This design comes from an exercise in tuning for small area on the open sky130 flow, not from production work.
In this exercise RTL edits were held to simulation tests only and were not proved equivalent to the original.

[config.mk]
export PLATFORM = sky130hd
export DESIGN_NAME = axis_xgmii_tx
export DESIGN_NICKNAME = axis_xgmii_tx
export VERILOG_FILES = /design/flow/design.v
export SDC_FILE = /design/flow/constraint.sdc
export NUM_CORES = 4
export LEC_CHECK = 0
export CAP_MARGIN = 20
export CORE_MARGIN = 2
export CORE_UTILIZATION = 55
export CTS_BUF_LIST = sky130_fd_sc_hd__clkbuf_8
export GPL_TIMING_DRIVEN = 1
export SETUP_SLACK_MARGIN = 0.05
export SLEW_MARGIN = 20
export SYNTH_HIERARCHICAL = 1
[constraint.sdc]
create_clock -name core_clock -period 9.0 [get_ports {clk}]
set_input_delay 1.8000 -clock core_clock [delete_from_list [all_inputs] [get_ports {clk}]]
set_output_delay 1.8000 -clock core_clock [all_outputs]
set_load 0.01 [all_outputs]
[design.v]
package xgmii_tx_pkg;
    localparam logic [7:0] xgmii_idle   = 8'h07;
    localparam logic [7:0] xgmii_start  = 8'hfb;
    localparam logic [7:0] xgmii_term   = 8'hfd;
    localparam logic [7:0] xgmii_error  = 8'hfe;
    localparam logic [7:0] eth_preamble = 8'h55;
    localparam logic [7:0] eth_sfd      = 8'hd5;
    localparam logic [31:0] crc_poly = 32'hedb8_8320;   
    function automatic logic [31:0] crc32_byte(logic [31:0] crc, logic [7:0] b);
        logic [31:0] c;
        c = crc ^ {24'h0, b};
        for (int i = 0; i < 8; i++) begin
            if (c[0]) begin
                c = (c >> 1) ^ crc_poly;
            end else begin
                c = c >> 1;
            end
        end
        crc32_byte = c;
    endfunction
endpackage
module crc_xor2 (
    input  logic a_i,
    input  logic b_i,
    output logic y_o
);
    assign y_o = a_i ^ b_i;
endmodule
module crc_xnor2 (
    input  logic a_i,
    input  logic b_i,
    output logic y_o
);
    assign y_o = ~(a_i ^ b_i);
endmodule
module crc_aoi222 (
    input  logic a1_i, a2_i, b1_i, b2_i, c1_i, c2_i,
    output logic y_o
);
    assign y_o = ~((a1_i & a2_i) | (b1_i & b2_i) | (c1_i & c2_i));
endmodule
module crc_nand3 (
    input  logic a_i, b_i, c_i,
    output logic y_o
);
    assign y_o = ~(a_i & b_i & c_i);
endmodule
module crc32_step (
    input  logic [7:0]  x_i,     
    input  logic [31:8] c_i,     
    input  logic [7:0]  n_i,     
    output logic [7:0]  x_o,     
    output logic [31:0] c_o      
);
    logic a_p03, a_p01, a_r2, a_p12, a_r3, a_p26, a_r4, a_p13, a_p47, a_r5, a_p45, a_p56, a_r7, b_q8, b_q9, b_q10, b_q11, b_q12, b_q13, b_q14, b_q15, b_q16, b_q17, b_q18, b_q19, b_q20, b_q21, b_s13_0, b_s13_1, b_s15_0, b_s17_0, b_s17_1, b_s18_0, b_s19_0, b_s19_1, b_s21_0, b_s22_0, b_s27_0, e0, e1, e2, e3, e4, e5, e6, e7;
    crc_xor2 u0 (.a_i(x_i[0]), .b_i(x_i[3]), .y_o(a_p03));
    crc_xor2 u1 (.a_i(x_i[0]), .b_i(x_i[1]), .y_o(a_p01));
    crc_xor2 u2 (.a_i(a_p01), .b_i(x_i[4]), .y_o(a_r2));
    crc_xor2 u3 (.a_i(x_i[1]), .b_i(x_i[2]), .y_o(a_p12));
    crc_xor2 u4 (.a_i(a_p12), .b_i(x_i[5]), .y_o(a_r3));
    crc_xor2 u5 (.a_i(x_i[2]), .b_i(x_i[6]), .y_o(a_p26));
    crc_xor2 u6 (.a_i(a_p03), .b_i(a_p26), .y_o(a_r4));
    crc_xor2 u7 (.a_i(x_i[1]), .b_i(x_i[3]), .y_o(a_p13));
    crc_xor2 u8 (.a_i(x_i[4]), .b_i(x_i[7]), .y_o(a_p47));
    crc_xor2 u9 (.a_i(a_p13), .b_i(a_p47), .y_o(a_r5));
    crc_xor2 u10 (.a_i(x_i[4]), .b_i(x_i[5]), .y_o(a_p45));
    crc_xor2 u11 (.a_i(x_i[5]), .b_i(x_i[6]), .y_o(a_p56));
    crc_xor2 u12 (.a_i(a_p56), .b_i(x_i[0]), .y_o(a_r7));
    crc_xor2 u13 (.a_i(x_i[1]), .b_i(x_i[6]), .y_o(b_q8));
    crc_xor2 u14 (.a_i(x_i[0]), .b_i(x_i[4]), .y_o(b_q9));
    crc_xor2 u15 (.a_i(x_i[2]), .b_i(x_i[3]), .y_o(b_q10));
    crc_xor2 u16 (.a_i(x_i[5]), .b_i(x_i[7]), .y_o(b_q11));
    crc_xor2 u17 (.a_i(x_i[0]), .b_i(b_q8), .y_o(b_q12));
    crc_xor2 u18 (.a_i(x_i[3]), .b_i(x_i[4]), .y_o(b_q13));
    crc_xor2 u19 (.a_i(x_i[5]), .b_i(b_q9), .y_o(b_q14));
    crc_xor2 u20 (.a_i(x_i[2]), .b_i(b_q8), .y_o(b_q15));
    crc_xor2 u21 (.a_i(x_i[2]), .b_i(b_q11), .y_o(b_q16));
    crc_xor2 u22 (.a_i(x_i[5]), .b_i(b_q10), .y_o(b_q17));
    crc_xor2 u23 (.a_i(x_i[6]), .b_i(x_i[7]), .y_o(b_q18));
    crc_xor2 u24 (.a_i(x_i[7]), .b_i(b_q8), .y_o(b_q19));
    crc_xor2 u25 (.a_i(b_q9), .b_i(b_q10), .y_o(b_q20));
    crc_xor2 u26 (.a_i(b_q13), .b_i(b_q18), .y_o(b_q21));
    crc_xor2 u27 (.a_i(x_i[0]), .b_i(x_i[1]), .y_o(b_s13_0));
    crc_xor2 u28 (.a_i(x_i[5]), .b_i(b_s13_0), .y_o(b_s13_1));
    crc_xor2 u29 (.a_i(x_i[7]), .b_i(b_q10), .y_o(b_s15_0));
    crc_xor2 u30 (.a_i(x_i[1]), .b_i(x_i[3]), .y_o(b_s17_0));
    crc_xor2 u31 (.a_i(b_q14), .b_i(b_s17_0), .y_o(b_s17_1));
    crc_xor2 u32 (.a_i(b_q14), .b_i(b_q15), .y_o(b_s18_0));
    crc_xor2 u33 (.a_i(b_q8), .b_i(b_q10), .y_o(b_s19_0));
    crc_xor2 u34 (.a_i(b_q11), .b_i(b_s19_0), .y_o(b_s19_1));
    crc_xor2 u35 (.a_i(x_i[4]), .b_i(b_q16), .y_o(b_s21_0));
    crc_xor2 u36 (.a_i(x_i[6]), .b_i(b_q17), .y_o(b_s22_0));
    crc_xor2 u37 (.a_i(b_q9), .b_i(b_q16), .y_o(c_o[24]));
    crc_xnor2 u38 (.a_i(b_q12), .b_i(b_q17), .y_o(c_o[25]));
    crc_xor2 u39 (.a_i(b_q19), .b_i(b_q20), .y_o(c_o[26]));
    crc_xor2 u40 (.a_i(x_i[1]), .b_i(b_q11), .y_o(b_s27_0));
    crc_xor2 u41 (.a_i(b_q13), .b_i(b_s27_0), .y_o(c_o[27]));
    crc_xnor2 u42 (.a_i(x_i[6]), .b_i(b_q14), .y_o(c_o[28]));
    crc_xor2 u43 (.a_i(b_q11), .b_i(b_q12), .y_o(c_o[29]));
    crc_xnor2 u44 (.a_i(x_i[7]), .b_i(b_q12), .y_o(c_o[30]));
    crc_xnor2 u45 (.a_i(x_i[1]), .b_i(x_i[7]), .y_o(c_o[31]));
    crc_xnor2 u46 (.a_i(c_i[16]), .b_i(b_q19), .y_o(c_o[8]));
    crc_xnor2 u47 (.a_i(c_i[17]), .b_i(x_i[7]), .y_o(c_o[9]));
    crc_xnor2 u48 (.a_i(c_i[18]), .b_i(x_i[2]), .y_o(c_o[10]));
    crc_xnor2 u49 (.a_i(c_i[19]), .b_i(x_i[3]), .y_o(c_o[11]));
    crc_xor2 u50 (.a_i(c_i[20]), .b_i(b_q9), .y_o(c_o[12]));
    crc_xnor2 u51 (.a_i(c_i[21]), .b_i(b_s13_1), .y_o(c_o[13]));
    crc_xnor2 u52 (.a_i(c_i[22]), .b_i(b_q15), .y_o(c_o[14]));
    crc_xnor2 u53 (.a_i(c_i[23]), .b_i(b_s15_0), .y_o(c_o[15]));
    crc_xor2 u54 (.a_i(c_i[24]), .b_i(b_q20), .y_o(c_o[16]));
    crc_xnor2 u55 (.a_i(c_i[25]), .b_i(b_s17_1), .y_o(c_o[17]));
    crc_xor2 u56 (.a_i(c_i[26]), .b_i(b_s18_0), .y_o(c_o[18]));
    crc_xor2 u57 (.a_i(c_i[27]), .b_i(b_s19_1), .y_o(c_o[19]));
    crc_xor2 u58 (.a_i(c_i[28]), .b_i(b_q21), .y_o(c_o[20]));
    crc_xor2 u59 (.a_i(c_i[29]), .b_i(b_s21_0), .y_o(c_o[21]));
    crc_xor2 u60 (.a_i(c_i[30]), .b_i(b_s22_0), .y_o(c_o[22]));
    crc_xor2 u61 (.a_i(c_i[31]), .b_i(b_q21), .y_o(c_o[23]));
    crc_xor2 u62 (.a_i(c_i[8]), .b_i(n_i[0]), .y_o(e0));
    crc_xnor2 u63 (.a_i(e0), .b_i(x_i[2]), .y_o(x_o[0]));
    crc_xor2 u64 (.a_i(x_o[0]), .b_i(n_i[0]), .y_o(c_o[0]));
    crc_xor2 u65 (.a_i(c_i[9]), .b_i(n_i[1]), .y_o(e1));
    crc_xor2 u66 (.a_i(e1), .b_i(a_p03), .y_o(x_o[1]));
    crc_xor2 u67 (.a_i(x_o[1]), .b_i(n_i[1]), .y_o(c_o[1]));
    crc_xor2 u68 (.a_i(c_i[10]), .b_i(n_i[2]), .y_o(e2));
    crc_xnor2 u69 (.a_i(e2), .b_i(a_r2), .y_o(x_o[2]));
    crc_xor2 u70 (.a_i(x_o[2]), .b_i(n_i[2]), .y_o(c_o[2]));
    crc_xor2 u71 (.a_i(c_i[11]), .b_i(n_i[3]), .y_o(e3));
    crc_xnor2 u72 (.a_i(e3), .b_i(a_r3), .y_o(x_o[3]));
    crc_xor2 u73 (.a_i(x_o[3]), .b_i(n_i[3]), .y_o(c_o[3]));
    crc_xor2 u74 (.a_i(c_i[12]), .b_i(n_i[4]), .y_o(e4));
    crc_xor2 u75 (.a_i(e4), .b_i(a_r4), .y_o(x_o[4]));
    crc_xor2 u76 (.a_i(x_o[4]), .b_i(n_i[4]), .y_o(c_o[4]));
    crc_xor2 u77 (.a_i(c_i[13]), .b_i(n_i[5]), .y_o(e5));
    crc_xor2 u78 (.a_i(e5), .b_i(a_r5), .y_o(x_o[5]));
    crc_xor2 u79 (.a_i(x_o[5]), .b_i(n_i[5]), .y_o(c_o[5]));
    crc_xor2 u80 (.a_i(c_i[14]), .b_i(n_i[6]), .y_o(e6));
    crc_xor2 u81 (.a_i(e6), .b_i(a_p45), .y_o(x_o[6]));
    crc_xor2 u82 (.a_i(x_o[6]), .b_i(n_i[6]), .y_o(c_o[6]));
    crc_xor2 u83 (.a_i(c_i[15]), .b_i(n_i[7]), .y_o(e7));
    crc_xnor2 u84 (.a_i(e7), .b_i(a_r7), .y_o(x_o[7]));
    crc_xor2 u85 (.a_i(x_o[7]), .b_i(n_i[7]), .y_o(c_o[7]));
endmodule
module crc32_step_last (
    input  logic [7:0]  x_i,     
    input  logic [31:8] c_i,     
    output logic [31:0] c_o      
);
    logic a_p03, a_p01, a_r2, a_p12, a_r3, a_p26, a_r4, a_p13, a_p47, a_r5, a_p45, a_p56, a_r7, b_q8, b_q9, b_q10, b_q11, b_q12, b_q13, b_q14, b_q15, b_q16, b_q17, b_q18, b_q19, b_q20, b_q21, b_s13_0, b_s13_1, b_s15_0, b_s17_0, b_s17_1, b_s18_0, b_s19_0, b_s19_1, b_s21_0, b_s22_0, b_s27_0;
    crc_xor2 u0 (.a_i(x_i[0]), .b_i(x_i[3]), .y_o(a_p03));
    crc_xor2 u1 (.a_i(x_i[0]), .b_i(x_i[1]), .y_o(a_p01));
    crc_xor2 u2 (.a_i(a_p01), .b_i(x_i[4]), .y_o(a_r2));
    crc_xor2 u3 (.a_i(x_i[1]), .b_i(x_i[2]), .y_o(a_p12));
    crc_xor2 u4 (.a_i(a_p12), .b_i(x_i[5]), .y_o(a_r3));
    crc_xor2 u5 (.a_i(x_i[2]), .b_i(x_i[6]), .y_o(a_p26));
    crc_xor2 u6 (.a_i(a_p03), .b_i(a_p26), .y_o(a_r4));
    crc_xor2 u7 (.a_i(x_i[1]), .b_i(x_i[3]), .y_o(a_p13));
    crc_xor2 u8 (.a_i(x_i[4]), .b_i(x_i[7]), .y_o(a_p47));
    crc_xor2 u9 (.a_i(a_p13), .b_i(a_p47), .y_o(a_r5));
    crc_xor2 u10 (.a_i(x_i[4]), .b_i(x_i[5]), .y_o(a_p45));
    crc_xor2 u11 (.a_i(x_i[5]), .b_i(x_i[6]), .y_o(a_p56));
    crc_xor2 u12 (.a_i(a_p56), .b_i(x_i[0]), .y_o(a_r7));
    crc_xor2 u13 (.a_i(x_i[1]), .b_i(x_i[6]), .y_o(b_q8));
    crc_xor2 u14 (.a_i(x_i[0]), .b_i(x_i[4]), .y_o(b_q9));
    crc_xor2 u15 (.a_i(x_i[2]), .b_i(x_i[3]), .y_o(b_q10));
    crc_xor2 u16 (.a_i(x_i[5]), .b_i(x_i[7]), .y_o(b_q11));
    crc_xor2 u17 (.a_i(x_i[0]), .b_i(b_q8), .y_o(b_q12));
    crc_xor2 u18 (.a_i(x_i[3]), .b_i(x_i[4]), .y_o(b_q13));
    crc_xor2 u19 (.a_i(x_i[5]), .b_i(b_q9), .y_o(b_q14));
    crc_xor2 u20 (.a_i(x_i[2]), .b_i(b_q8), .y_o(b_q15));
    crc_xor2 u21 (.a_i(x_i[2]), .b_i(b_q11), .y_o(b_q16));
    crc_xor2 u22 (.a_i(x_i[5]), .b_i(b_q10), .y_o(b_q17));
    crc_xor2 u23 (.a_i(x_i[6]), .b_i(x_i[7]), .y_o(b_q18));
    crc_xor2 u24 (.a_i(x_i[7]), .b_i(b_q8), .y_o(b_q19));
    crc_xor2 u25 (.a_i(b_q9), .b_i(b_q10), .y_o(b_q20));
    crc_xor2 u26 (.a_i(b_q13), .b_i(b_q18), .y_o(b_q21));
    crc_xor2 u27 (.a_i(x_i[0]), .b_i(x_i[1]), .y_o(b_s13_0));
    crc_xor2 u28 (.a_i(x_i[5]), .b_i(b_s13_0), .y_o(b_s13_1));
    crc_xor2 u29 (.a_i(x_i[7]), .b_i(b_q10), .y_o(b_s15_0));
    crc_xor2 u30 (.a_i(x_i[1]), .b_i(x_i[3]), .y_o(b_s17_0));
    crc_xor2 u31 (.a_i(b_q14), .b_i(b_s17_0), .y_o(b_s17_1));
    crc_xor2 u32 (.a_i(b_q14), .b_i(b_q15), .y_o(b_s18_0));
    crc_xor2 u33 (.a_i(b_q8), .b_i(b_q10), .y_o(b_s19_0));
    crc_xor2 u34 (.a_i(b_q11), .b_i(b_s19_0), .y_o(b_s19_1));
    crc_xor2 u35 (.a_i(x_i[4]), .b_i(b_q16), .y_o(b_s21_0));
    crc_xor2 u36 (.a_i(x_i[6]), .b_i(b_q17), .y_o(b_s22_0));
    crc_xor2 u37 (.a_i(b_q9), .b_i(b_q16), .y_o(c_o[24]));
    crc_xnor2 u38 (.a_i(b_q12), .b_i(b_q17), .y_o(c_o[25]));
    crc_xor2 u39 (.a_i(b_q19), .b_i(b_q20), .y_o(c_o[26]));
    crc_xor2 u40 (.a_i(x_i[1]), .b_i(b_q11), .y_o(b_s27_0));
    crc_xor2 u41 (.a_i(b_q13), .b_i(b_s27_0), .y_o(c_o[27]));
    crc_xnor2 u42 (.a_i(x_i[6]), .b_i(b_q14), .y_o(c_o[28]));
    crc_xor2 u43 (.a_i(b_q11), .b_i(b_q12), .y_o(c_o[29]));
    crc_xnor2 u44 (.a_i(x_i[7]), .b_i(b_q12), .y_o(c_o[30]));
    crc_xnor2 u45 (.a_i(x_i[1]), .b_i(x_i[7]), .y_o(c_o[31]));
    crc_xnor2 u46 (.a_i(c_i[16]), .b_i(b_q19), .y_o(c_o[8]));
    crc_xnor2 u47 (.a_i(c_i[17]), .b_i(x_i[7]), .y_o(c_o[9]));
    crc_xnor2 u48 (.a_i(c_i[18]), .b_i(x_i[2]), .y_o(c_o[10]));
    crc_xnor2 u49 (.a_i(c_i[19]), .b_i(x_i[3]), .y_o(c_o[11]));
    crc_xor2 u50 (.a_i(c_i[20]), .b_i(b_q9), .y_o(c_o[12]));
    crc_xnor2 u51 (.a_i(c_i[21]), .b_i(b_s13_1), .y_o(c_o[13]));
    crc_xnor2 u52 (.a_i(c_i[22]), .b_i(b_q15), .y_o(c_o[14]));
    crc_xnor2 u53 (.a_i(c_i[23]), .b_i(b_s15_0), .y_o(c_o[15]));
    crc_xor2 u54 (.a_i(c_i[24]), .b_i(b_q20), .y_o(c_o[16]));
    crc_xnor2 u55 (.a_i(c_i[25]), .b_i(b_s17_1), .y_o(c_o[17]));
    crc_xor2 u56 (.a_i(c_i[26]), .b_i(b_s18_0), .y_o(c_o[18]));
    crc_xor2 u57 (.a_i(c_i[27]), .b_i(b_s19_1), .y_o(c_o[19]));
    crc_xor2 u58 (.a_i(c_i[28]), .b_i(b_q21), .y_o(c_o[20]));
    crc_xor2 u59 (.a_i(c_i[29]), .b_i(b_s21_0), .y_o(c_o[21]));
    crc_xor2 u60 (.a_i(c_i[30]), .b_i(b_s22_0), .y_o(c_o[22]));
    crc_xor2 u61 (.a_i(c_i[31]), .b_i(b_q21), .y_o(c_o[23]));
    crc_xnor2 u62 (.a_i(c_i[8]), .b_i(x_i[2]), .y_o(c_o[0]));
    crc_xor2 u63 (.a_i(c_i[9]), .b_i(a_p03), .y_o(c_o[1]));
    crc_xnor2 u64 (.a_i(c_i[10]), .b_i(a_r2), .y_o(c_o[2]));
    crc_xnor2 u65 (.a_i(c_i[11]), .b_i(a_r3), .y_o(c_o[3]));
    crc_xor2 u66 (.a_i(c_i[12]), .b_i(a_r4), .y_o(c_o[4]));
    crc_xor2 u67 (.a_i(c_i[13]), .b_i(a_r5), .y_o(c_o[5]));
    crc_xor2 u68 (.a_i(c_i[14]), .b_i(a_p45), .y_o(c_o[6]));
    crc_xnor2 u69 (.a_i(c_i[15]), .b_i(a_r7), .y_o(c_o[7]));
endmodule
module crc32_d64 (
    input  logic [31:0] inv_i,     
    input  logic [63:0] beat_i,
    input  logic [7:0]  sel_i,     
    input  logic        hold_i,
    output logic [31:0] inv_o
);
    logic [31:0] chain [9];
    logic [31:0] rot   [9];
    logic [31:0] p0, p1, p2;
    logic [7:0]  x  [8];     
    assign chain[0] = inv_i;
    for (genvar j = 0; j < 8; j++) begin : g_x0
        crc_xor2 u  (.a_i(inv_i[j]), .b_i(beat_i[j]), .y_o(x[0][j]));
    end
    for (genvar i = 0; i < 7; i++) begin : g_step
        crc32_step step (
            .x_i  (x[i]),
            .c_i  (chain[i][31:8]),
            .n_i  (beat_i[8*(i+1) +: 8]),
            .x_o  (x[i+1]),
            .c_o  (chain[i+1])
        );
    end
    crc32_step_last step7 (
        .x_i  (x[7]),
        .c_i  (chain[7][31:8]),
        .c_o  (chain[8])
    );
    always_comb begin
        rot[0] = '0;
        for (int n = 1; n <= 8; n++) begin
            for (int p = 0; p < 4; p++) begin
                rot[n][8*p +: 8] = chain[n][8*((p - n) & 3) +: 8];
            end
        end
    end
    for (genvar b = 0; b < 32; b++) begin : g_sel
        crc_aoi222 s0 (.a1_i(sel_i[0]), .a2_i(rot[1][b]), .b1_i(sel_i[1]), .b2_i(rot[2][b]),
                       .c1_i(sel_i[2]), .c2_i(rot[3][b]), .y_o(p0[b]));
        crc_aoi222 s1 (.a1_i(sel_i[3]), .a2_i(rot[4][b]), .b1_i(sel_i[4]), .b2_i(rot[5][b]),
                       .c1_i(sel_i[5]), .c2_i(rot[6][b]), .y_o(p1[b]));
        crc_aoi222 s2 (.a1_i(sel_i[6]), .a2_i(rot[7][b]), .b1_i(sel_i[7]), .b2_i(rot[8][b]),
                       .c1_i(hold_i),   .c2_i(inv_i[b]),  .y_o(p2[b]));
        crc_nand3  s3 (.a_i(p0[b]), .b_i(p1[b]), .c_i(p2[b]), .y_o(inv_o[b]));
    end
endmodule
module xgmii_ao221 (
    input  logic a1_i, a2_i, b1_i, b2_i, c1_i,
    output logic y_o
);
    assign y_o = (a1_i & a2_i) | (b1_i & b2_i) | c1_i;
endmodule
module xgmii_tail_pack (
    input  logic        start_i,
    input  logic        data_i,
    input  logic        tail_i,
    input  logic        term_i,
    input  logic        err_i,
    input  logic [7:0]  keep_i,
    input  logic [63:0] beat_i,    
    input  logic [31:0] fcs_i,     
    output logic [63:0] d_o,
    output logic [7:0]  c_o
);
    logic       tail_ok, tail_err;
    logic [7:0] sel_d, sel_r, is_t, is_i;
    logic [7:0] ch [8];
    assign tail_ok  = tail_i & ~err_i;
    assign tail_err = tail_i & err_i;
    always_comb begin
        for (int j = 0; j < 8; j++) begin
            sel_d[j] = data_i | (tail_ok & keep_i[j]) | (tail_err && j >= 1 && j <= 6);
            sel_r[j] = tail_ok & ~keep_i[j] & ((j < 4) ? 1'b1 : keep_i[(j+4)%8]);
            if (j < 4) sel_r[j] = sel_r[j] | (term_i & keep_i[j+4]);
            if (j < 4) begin
                is_t[j] = term_i & keep_i[j+3] & ~keep_i[(j+4)%8];
            end else if (j == 4) begin
                is_t[j] = term_i & keep_i[7];
            end else begin
                is_t[j] = tail_ok & keep_i[j-5] & ~keep_i[j-4];
            end
            if (j == 7) is_t[j] = is_t[j] | tail_err;
            is_i[j] = ~(sel_d[j] | sel_r[j] | is_t[j] | start_i | (tail_err && j == 0));
        end
        for (int j = 0; j < 8; j++) begin
            ch[j] = ({8{is_i[j]}} & xgmii_tx_pkg::xgmii_idle) |
                    ({8{is_t[j]}} & xgmii_tx_pkg::xgmii_term);
        end
        ch[0] = ch[0] | ({8{start_i}} & xgmii_tx_pkg::xgmii_start) |
                        ({8{tail_err}} & xgmii_tx_pkg::xgmii_error);
        for (int j = 1; j < 7; j++) ch[j] = ch[j] | ({8{start_i}} & xgmii_tx_pkg::eth_preamble);
        ch[7] = ch[7] | ({8{start_i}} & xgmii_tx_pkg::eth_sfd);
        for (int j = 0; j < 8; j++) begin
            c_o[j] = ~(sel_d[j] | sel_r[j] | (start_i && j != 0));
        end
    end
    for (genvar j = 0; j < 8; j++) begin : g_lane
        for (genvar b = 0; b < 8; b++) begin : g_bit
            xgmii_ao221 o (.a1_i(sel_d[j]), .a2_i(beat_i[8*j+b]), .b1_i(sel_r[j]),
                           .b2_i(fcs_i[8*(j%4)+b]), .c1_i(ch[j][b]), .y_o(d_o[8*j+b]));
        end
    end
endmodule
module tx_frame_ctrl (
    input  logic       rst,
    input  logic       tvalid_i,
    input  logic       tlast_i,
    input  logic       err_i,
    input  logic [7:0] keep_i,
    input  logic       tready_i,
    input  logic       start_i,     
    input  logic       data_i,      
    input  logic       last_i,      
    input  logic       tail_i,      
    input  logic       term_i,      
    output logic       tready_o,
    output logic       start_o,
    output logic       data_o,
    output logic       last_o,
    output logic       tail_o,
    output logic       term_o,
    output logic [7:0] sel_o,       
    output logic       hold_o       
);
    logic accept;
    logic beat;      
    logic more;      
    assign accept = tvalid_i & tready_i;
    assign beat   = start_i | data_i;
    assign more   = tail_i & ~err_i & keep_i[3];
    assign start_o  = ~rst & accept & ~beat;
    assign data_o   = ~rst & accept & beat;
    assign last_o   = ~rst & accept & tlast_i;
    assign tail_o   = ~rst & last_i;
    assign term_o   = ~rst & more;
    assign tready_o = ~rst & (tready_i ? ~(accept & tlast_i) : ~(last_i | more));
    always_comb begin
        for (int k = 0; k < 7; k++) begin
            sel_o[k] = beat & last_i & keep_i[k] & ~keep_i[k+1];
        end
        sel_o[7] = beat & (~last_i | keep_i[7]);
    end
    assign hold_o = tail_i | term_i;
endmodule
module axis_xgmii_tx (
    input  logic        clk,
    input  logic        rst,
    input  logic [63:0] tdata_i,
    input  logic [7:0]  tkeep_i,
    input  logic        tvalid_i,
    input  logic        tlast_i,
    input  logic        tuser_i,
    output logic        tready_o,
    output logic [63:0] xgmii_d_o,
    output logic [7:0]  xgmii_c_o
);
    logic [63:0] d1_q;      
    logic [63:0] d2_q;      
    logic [31:0] crc_q;     
    logic [31:0] crc_d;
    logic [7:1]  keep_q;    
    logic        err_q;
    logic        tready_q, start_q, data_q, last_q, tail_q, term_q;
    logic        tready_d, start_d, data_d, last_d, tail_d, term_d;
    logic        hold;
    logic [7:0]  sel;
    tx_frame_ctrl ctrl0 (
        .rst      (rst),
        .tvalid_i (tvalid_i),
        .tlast_i  (tlast_i),
        .err_i    (err_q),
        .keep_i   ({keep_q, 1'b1}),
        .tready_i (tready_q),
        .start_i  (start_q),
        .data_i   (data_q),
        .last_i   (last_q),
        .tail_i   (tail_q),
        .term_i   (term_q),
        .tready_o (tready_d),
        .start_o  (start_d),
        .data_o   (data_d),
        .last_o   (last_d),
        .tail_o   (tail_d),
        .term_o   (term_d),
        .sel_o    (sel),
        .hold_o   (hold)
    );
    crc32_d64 crc0 (
        .inv_i  (crc_q),
        .beat_i (d1_q),
        .sel_i  (sel),
        .hold_i (hold),
        .inv_o  (crc_d)
    );
    xgmii_tail_pack pack0 (
        .start_i (start_q),
        .data_i  (data_q),
        .tail_i  (tail_q),
        .term_i  (term_q),
        .err_i   (err_q),
        .keep_i  ({keep_q, 1'b1}),
        .beat_i  (d2_q),
        .fcs_i   (crc_q),
        .d_o     (xgmii_d_o),
        .c_o     (xgmii_c_o)
    );
    assign tready_o = tready_q;
    always_ff @(posedge clk) begin
        d1_q     <= tdata_i;
        d2_q     <= d1_q;
        crc_q    <= crc_d;
        tready_q <= tready_d;
        start_q  <= start_d;
        data_q   <= data_d;
        last_q   <= last_d;
        tail_q   <= tail_d;
        term_q   <= term_d;
    end
    always_ff @(posedge clk) begin
        if (tready_q) begin
            keep_q <= tkeep_i[7:1];
            err_q  <= tuser_i;
        end
    end
endmodule
[flow/run.sh]
#!/bin/bash
# Layout: the standard flow (standard synthesis unchanged), with the input and
# output port buffers made of the smallest plain buffer cell.
set -euo pipefail
export BUFFER_PORTS_ARGS="-buffer_cell sky130_fd_sc_hd__buf_1"
bash standard.sh > standard_flow.log 2>&1
[standard.sh]
#!/bin/bash
# synth_recipe.tcl (not shown) runs the flow's synth.tcl, then flattens the netlist and writes it again
# the make line also repeats each setting of config.mk as NAME=value (left out here)
make -C /OpenROAD-flow-scripts/flow DESIGN_CONFIG=/design/flow/config.mk WORK_HOME=/design/flow/orfs CLKGATE_MAP_FILE= SYNTH_SCRIPT=/design/flow/synth_recipe.tcl "${@:-finish}"
==> impl_metrics.ini <==
[status]
outcome = timing/DRC/antenna clean

[final_layout]
finish.utilization_pct = 66.31
num_antenna_cells = 0
final_common_cell = sky130_fd_sc_hd__xor2_1
nNetsFinal = 1506
fill_cell_count = 1848
layout_common_cells = sky130_fd_sc_hd__xor2_1 (541), sky130_fd_sc_hd__dfxtp_1 (166), sky130_fd_sc_hd__buf_1 (148)
post_route_cells_drive_above_1_share_pct = 11.51
post_layout_nonfiller_instances = 1722
flow.area_growth_from_synthesis_pct = 19.34

[critical_path]
critical_path.max_fanout = 9
timing.reg2reg.worst_path_depth = 25
regToRegStartpoint = crc_q[4]$_DFF_P_
r2r-end = crc_q[26]$_DFF_P_
cp-start-kind = flip-flop
criticalPathCategory = flip-flop to flip-flop
reg2reg_slack_ps = 570
cp-end-kind = flip-flop
worst_ep_arrival_time_ps = 8760
cp_data_required_time_ps = 9330

[placement]
io_buffers = 148
place_congestion = 0.9680
dp_hpwl_mm = 34.45
dpl.cell_count = 1690

[clocking]
tritoncts = yes
cts-buffers-inserted = 17
ctsLongestPathBuffers = 2
hold_buffers = 0
clock_latency_on_the_worst_skew_pair_ps = 470
number_of_setup_buffers_added_after_cts = 0
clock_tree.root_cell = sky130_fd_sc_hd__clkbuf_8
clk_pin_slew_worst_paths_ps = 90
clkSinkCount = 174
htree_levels = 4

[global_routing]
largest_net_degree_at_the_start_of_global_routing = 33
grt_overall_usage_pct = 38.24
grt_first_pass_wirelength_mm = 63.21
first_global_vias = 9710
gr-total-overflow = 0
antenna_violations_before_repair = 0

[logic_synthesis]
synth_top_flop_cell = sky130_fd_sc_hd__dfxtp_1
edff_count_synth = 8
postSynthRegisterBits = 174
synth.yosys.seq_area_share_pct = 29.66
ys.warnings.count = 17
synth_area_mm2 = 0.01201
yosys.cell_types.count = 39
postSynth.asyncResetShare_pct = 0
synthesized_area_per_cell_um2 = 10.27
synthesis.instances = 1170

[sta]
fin_tns_setup_ps = 0
max_slew.worst_pin.slew_ps = 1027
grt_setup_unrepaired = no
hold_viol_final = 0
timing.clock.skew_ps = 17.37
finalCritPeriodShare_pct = 93.67
slew_violations = 0
finalSetupViolCount = 0
max-slew-margin-rel_pct = 31.36
fmax_achieved_ghz = 0.1186
timing.final.crit_period_ps = 8430

[routing]
route.detailed.wl_per_inst_um = 25.97
drc = 0
vias = 10600
post_drt_via_cell_ratio = 6.153
final_wirelength_mm = 44.72
drt_pass1_iterations = 12
drtAntennaViolNets = 0
drt_iter0_drc = 1644

[hold_path]
whs_path_depth = 0
hp-start = d1_q[0]$_DFF_P_
min_to = d2_q[0]$_DFF_P_
min_path_type = flip-flop to flip-flop

[die]
floorplan.die_area_mm2 = 0.02304
ioPinCount = 150
core_region_area_mm2 = 0.02162
placement_rows = 54
fp.dieH_um = 151.8
start_util_pct = 55.56
die_w_um = 151.8

[job]
timing.max_cap.violations = 0
routing by layer:
metal  up-vias  track usage [%]  part of all wire [%]
met5         -                0                     0
met4         0            13.52                   3.2
met3        81            7.665                    11
met2       719            58.51                    44
met1      5062            53.49                    42
li1       4733                -                     -
timing repair:
| action | in CTS | in global routing |
|---|---|---|
| hold endpoints to repair | 0 | 0 |
| setup endpoints to repair | 0 | 6 |
| resized for setup | 0 | 5 |
flip-flops by register name, indices dropped and copies added, names as in the netlist, 7 cells and up:
name and flops:
keep_q 7, crc_q 32, d1_q 64, d2_q 64
cells in the mapped netlist (2+ instances only):
cell,number,area [um2]
sky130_fd_sc_hd__or2_1,2,12.51
sky130_fd_sc_hd__nor3_1,4,20.02
sky130_fd_sc_hd__nor4_1,4,25.02
sky130_fd_sc_hd__nor2_1,24,90.09
sky130_fd_sc_hd__o21a_1,2,15.01
sky130_fd_sc_hd__xnor2_1,128,1121
sky130_fd_sc_hd__o21ai_0,15,75.07
sky130_fd_sc_hd__nor3b_2,6,75.07
sky130_fd_sc_hd__a222oi_1,96,960.9
sky130_fd_sc_hd__and4bb_1,2,25.02
sky130_fd_sc_hd__buf_2,3,15.01
sky130_fd_sc_hd__clkbuf_1,3,11.26
sky130_fd_sc_hd__a21o_1,4,30.03
sky130_fd_sc_hd__or2_2,4,25.02
sky130_fd_sc_hd__nand3_1,32,160.2
sky130_fd_sc_hd__nor3b_1,2,15.01
sky130_fd_sc_hd__nor2b_1,5,31.28
sky130_fd_sc_hd__a21oi_2,2,17.52
sky130_fd_sc_hd__edfxtp_1,8,240.2
sky130_fd_sc_hd__nand2_1,10,37.54
sky130_fd_sc_hd__nand2b_1,11,68.82
sky130_fd_sc_hd__dfxtp_1,166,3323
sky130_fd_sc_hd__nand3b_1,2,15.01
sky130_fd_sc_hd__xor2_1,552,4835
sky130_fd_sc_hd__a21oi_1,3,15.01
sky130_fd_sc_hd__a221o_1,64,640.6
sky130_fd_sc_hd__inv_1,4,15.01
worst max path at each step:
stage                          start                end  slack [ps]
floorplan           crc_q[7]$_DFF_P_  crc_q[21]$_DFF_P_          60
global placement    crc_q[3]$_DFF_P_  crc_q[22]$_DFF_P_         520
detailed placement  crc_q[3]$_DFF_P_  crc_q[22]$_DFF_P_         490
CTS                 crc_q[4]$_DFF_P_  crc_q[22]$_DFF_P_         470
global route        crc_q[2]$_DFF_P_  crc_q[22]$_DFF_P_          60
finish              crc_q[4]$_DFF_P_  crc_q[26]$_DFF_P_         570
kinds of logic (layout without fill, tap and decap cells):
group / count (synthesis) / in the layout / share of synthesized area (%)
compound gates: 192 / 192 / 15.04
xor+xnor: 680 / 680 / 49.58
buf+inv: 12 / 280 / 0.4478
flops: 174 / 174 / 29.66
other cells: 1 / 5 / 0.03122
simple gates: 111 / 111 / 5.239
layout make-up:
cell class | count | area (um2) | area share [%]
well taps | 280 | 350.3 | 2.444
clock buffers | 17 | 234.0 | 1.632
flip-flops and latches | 174 | 3563 | 24.86
repair buffers | 244 | 1276 | 8.902
clock inverters | 15 | 231.5 | 1.615
multi-input cells | 988 | 8666 | 60.45
inverters | 4 | 15.01 | 0.1047
per-module statistics from Yosys, one instance, submodules excluded, a selection:
module	cells inside	cell area, um2
crc_xnor2	1	8.758
crc_nand3	1	5.005
xgmii_tail_pack	99	551.8
axis_xgmii_tx	175	3567
crc_aoi222	1	10.01
xgmii_ao221	1	10.01
crc_xor2	1	8.758
tx_frame_ctrl	24	176.4
worst max-delay path, cell delays in order, from the launching register on:
cell	delay, ps
sky130_fd_sc_hd__dfxtp_1	500
sky130_fd_sc_hd__xor2_1	430
sky130_fd_sc_hd__xor2_1	210
sky130_fd_sc_hd__xor2_1	290
sky130_fd_sc_hd__xor2_1	420
sky130_fd_sc_hd__xor2_1	210
sky130_fd_sc_hd__xor2_1	150
sky130_fd_sc_hd__xnor2_2	770
sky130_fd_sc_hd__xor2_1	230
sky130_fd_sc_hd__xor2_1	320
sky130_fd_sc_hd__xor2_2	440
sky130_fd_sc_hd__buf_4	240
sky130_fd_sc_hd__xor2_1	420
sky130_fd_sc_hd__xor2_1	300
sky130_fd_sc_hd__xor2_1	210
sky130_fd_sc_hd__xor2_1	440
sky130_fd_sc_hd__xnor2_1	220
sky130_fd_sc_hd__xor2_1	250
sky130_fd_sc_hd__xor2_2	290
sky130_fd_sc_hd__xor2_1	210
sky130_fd_sc_hd__xor2_1	250
sky130_fd_sc_hd__xor2_1	520
sky130_fd_sc_hd__xor2_1	410
sky130_fd_sc_hd__xor2_1	180
sky130_fd_sc_hd__a222oi_1	280
sky130_fd_sc_hd__nand3_1	110
stage by stage:
stage | instance area (um2) | hold slack (ps) | setup WS (ps)
6_report | 14340 | 373.7 | 569.7
5_1_grt | 14340 | 380.7 | 58.53
4_1_cts | 14290 | 372.7 | 469.3
3_5_place_dp | 13820 | 360.3 | 486.9
3_3_place_gp | 13820 | 354.5 | 523.7
2_1_floorplan | 12190 | 348.9 | 60.87

afterwards: timing with drivers on the ports:
Ports are ideal in the flow. The routed layout listed here was re-timed in OpenROAD. Step 1 sets driving cells, clkbuf_16 on the clock port and buf_2 on the other inputs (assumed; they add their load-dependent delay and slew). Step 2, shift: input delay + t, output delay - t, t = (earliest + latest rising clock arrival at the registers) / 2. This alone moves slack from input paths to output paths. Slacks: no drivers / after step 1 / after step 2; pairs: no drivers / after step 1.
t, ns: 0.504
setup WS [ns]: 0.570 / 0.570 / 0.570
latest minus earliest clock arrival (ns): 0.018 / 0.019
worst data-port slew with drivers (ns): 0.04
After both steps this run still meets setup and hold. The setup slack of this run moves by 0.000 ns with the drivers and by 0.000 ns with both steps.
